This design comes from an exercise in tuning for small area, a short achievable clock period and few clock cycles per item on the open sky130 flow, not from production work. Power is estimated from default activity; no workload was simulated.

## run A
// source_text_tokenizer
module source_text_tokenizer (
  input  logic                             clk_i,
  input  logic                             rst_ni,
  input  logic                             txt_valid_i,
  output logic                             txt_ready_o,
  input  logic [7:0]                       txt_char_i,
  input  logic                             txt_end_i,
  output logic                             tok_valid_o,
  input  logic                             tok_ready_i,
  output logic [stt_pkg::KindBits-1:0]     tok_kind_o,
  output logic [stt_pkg::LineBits-1:0]     tok_line_o,
  output logic [stt_pkg::ColBits-1:0]      tok_col_o,
  output logic [stt_pkg::OffsetBits-1:0]   tok_offset_o,
  output logic [stt_pkg::LengthBits-1:0]   tok_length_o,
  output logic                             tok_last_o
);
clock: 5.0 ns
lec_check: 0
cap_margin: 20
core_margin: 2
core_utilization: 40
cts_buf_list: sky130_fd_sc_hd__clkbuf_8
setup_slack_margin: 2.5
slew_margin: 20
standard.sh (not shown) runs the stock make flow with config.mk's settings and CLKGATE_MAP_FILE= SYNTH_SCRIPT=/design/flow/synth_recipe.tcl, a recipe that flattens the netlist after the stock synthesis.
==> flow/flow/run.sh <==
#!/bin/bash
# Standard layout, with the port buffers made from buf_2 cells instead of the
# default delay buffer. Make's full output goes to make.log here.
set -euo pipefail
export BUFFER_PORTS_ARGS="-buffer_cell sky130_fd_sc_hd__buf_2"
bash standard.sh > make.log 2>&1
For run B, these inputs were changed with respect to run A:
==> flow/flow/run.sh <==
#!/bin/bash
# The standard layout (standard.sh, the standard flow's own ORFS run) with these ORFS
# settings changed; make's full output goes to make.log here, each ORFS step's
# log to orfs/logs.
set -euo pipefail
export BUFFER_PORTS_ARGS="-buffer_cell sky130_fd_sc_hd__buf_2"
export RECOVER_POWER=100
bash standard.sh > make.log 2>&1
==> notes.md <==
Every stage of run B finished as expected; the final checks, on the other hand, flagged max-capacitance violations, max-slew violations, which means the layout fails.
Re die area: no difference whatsoever between run B and run A.
From run A to run B the numbers moved as follows: simple-gate share of the synthesized area essentially unchanged; clock skew essentially unchanged; clock distribution area overhead in the final layout essentially unchanged; smallest setup slack after layout decreased 0.99 ns; worst hold margin essentially unchanged.
Area growth from synthesis to layout came out lower on run B than on run A.
--- input diff run B..run C ---
-- flow/flow/run.sh --
<<< run B, line 5
set -euo pipefail
export BUFFER_PORTS_ARGS="-buffer_cell sky130_fd_sc_hd__buf_2"
export RECOVER_POWER=100
bash standard.sh > make.log 2>&1
>>> run C, line 5
set -euo pipefail
export BUFFER_PORTS_ARGS="-buffer_cell sky130_fd_sc_hd__buf_1"
bash standard.sh > make.log 2>&1
--- outcome ---
- Taking run C as 1.0, run B lands at 0.934 on combinational power.
- On met2 routing resource usage after global routing: between run B and run C, it ends up lower for run B.
- Run C has completed all stages; timing, DRC and antenna checks passed.
- Global-route usage: run B vs run C — no meaningful difference
- On hold slack: run C sits above run B.
- Maximum ir drop on the vdd rail on run C is behind run B.
- Run C: transition time at the pin with the least slew margin is 0.97 ns lower than what run B reported.
- Run B → run C: clock buffer count from CTS essentially unchanged, combinational share of power increased 0.9 points, post-route fraction of the period consumed by the critical path decreased 21 points.
- Clock input transition at the sequential cells of the worst setup and hold paths: run C vs run B — no meaningful difference
Modified inputs, run D compared to run C
- clearing CTS_BUF_LIST, which used to be sky130_fd_sc_hd__clkbuf_8
- swapping 2.5 for 3 in SETUP_SLACK_MARGIN
==> flow/run.sh (new file) <==
#!/bin/bash
# synth_recipe.tcl (not shown) runs the flow's synth.tcl, then flattens the netlist and writes it again
# the make line also repeats each setting of config.mk as NAME=value (left out here)
make -C /OpenROAD-flow-scripts/flow DESIGN_CONFIG=/design/flow/config.mk WORK_HOME=/design/flow/orfs CLKGATE_MAP_FILE= SYNTH_SCRIPT=/design/flow/synth_recipe.tcl finish
removed: flow/flow/run.sh
removed: flow/standard.sh
--- outcome ---
On run D: post-route cell area is about 25% higher than what run C gave.
Lower pin count of the biggest net entering global routing was reported by run D, not run C.
The lower time the worst path needs with I/O delays and setup came out of run D.
Input changes introduced in run E (baseline for comparison: run D):
- SETUP_SLACK_MARGIN changed from 3 to 2.75
- CTS_BUF_LIST newly set to sky130_fd_sc_hd__clkbuf_8
==> flow/flow/run.sh (new file) <==
#!/bin/bash
# The standard layout (standard.sh, the standard flow's own ORFS run) with these ORFS
# settings changed; make's full output goes to make.log here, each ORFS step's
# log to orfs/logs.
set -euo pipefail
export BUFFER_PORTS_ARGS="-buffer_cell sky130_fd_sc_hd__buf_1"
bash standard.sh > make.log 2>&1
==> flow/standard.sh (new file) <==
#!/bin/bash
# synth_recipe.tcl (not shown) runs the flow's synth.tcl, then flattens the netlist and writes it again
# the make line also repeats each setting of config.mk as NAME=value (left out here)
make -C /OpenROAD-flow-scripts/flow DESIGN_CONFIG=/design/flow/config.mk WORK_HOME=/design/flow/orfs CLKGATE_MAP_FILE= SYNTH_SCRIPT=/design/flow/synth_recipe.tcl "${@:-finish}"
removed: flow/run.sh
--- outcome ---
Compared with run D, run E has less setup slack.
In the reports for run E and run D, the smaller count of vias placed by the detailed router belongs to run E.
Reported for run E and run D, number of flip-flops and latches in the synthesized netlist turned out identical to the last digit.
Share of cell area taken by multi-input logic gates came out higher on run E than on run D.
Changes observed in run E relative to run D: minimum hold slack picked up an extra 0.021 ns; total wirelength of the detailed-routed design lost 5100 microns; worst clock skew neither gained nor lost much.
From run E to run D, number of ports placed on the die boundary did not move at all.
sky130_fd_sc_hd__edfxtp_1 as the slowest cell on the critical path was reported by run D, and sky130_fd_sc_hd__or4_1 by run E.
In run E relative to run D, filler-free cell count of the finished design had gone down by a little under 10%.
Run D reports its launching element of the worst setup path as fq0_q[10]$_DFFE_PP_ while run E reports tok_ready_i.
Function was not checked in any run of this note: the RTL went through the layout flow alone.

## re-timing with driven ports
No port has a modelled driver above. Below, the same layouts with a new extraction and two added sets of constraints. Step 1 (the two cells are an assumption about what drives the block):
set clk [get_ports {clk_i}]
set_driving_cell -lib_cell sky130_fd_sc_hd__clkbuf_16 $clk
set_driving_cell -lib_cell sky130_fd_sc_hd__buf_2 [delete_from_list [all_inputs] $clk]
Step 2 adds t to the input delays and takes it off the output delays; t is the mean of the earliest and latest rising clock arrival at the registers after step 1. Input paths then give back, and output paths get back, about the clock's delay inside the block. Three values: no drivers, after step 1, after step 2; two values: the first two.
run | t, ns | setup slack, ns | latest minus earliest clock arrival (ns) | slew at the worst register clock pin (ns)
run A | 0.502 | 2.562 / 2.538 / 2.036 | 0.020 / 0.020 | 0.10 / 0.10
run B | 0.501 | 1.572 / 1.550 / 1.049 | 0.020 / 0.020 | 0.10 / 0.10
run C | 0.504 | 2.611 / 2.611 / 2.133 | 0.015 / 0.015 | 0.10 / 0.10
run D | 0.487 | 2.787 / 2.776 / 2.289 | 0.015 / 0.014 | 0.08 / 0.08
run E | 0.501 | 2.765 / 2.756 / 2.255 | 0.016 / 0.016 | 0.11 / 0.11
The setup slack of run A, which loses most, moves by -0.024 ns with the drivers and by -0.526 ns with both steps.
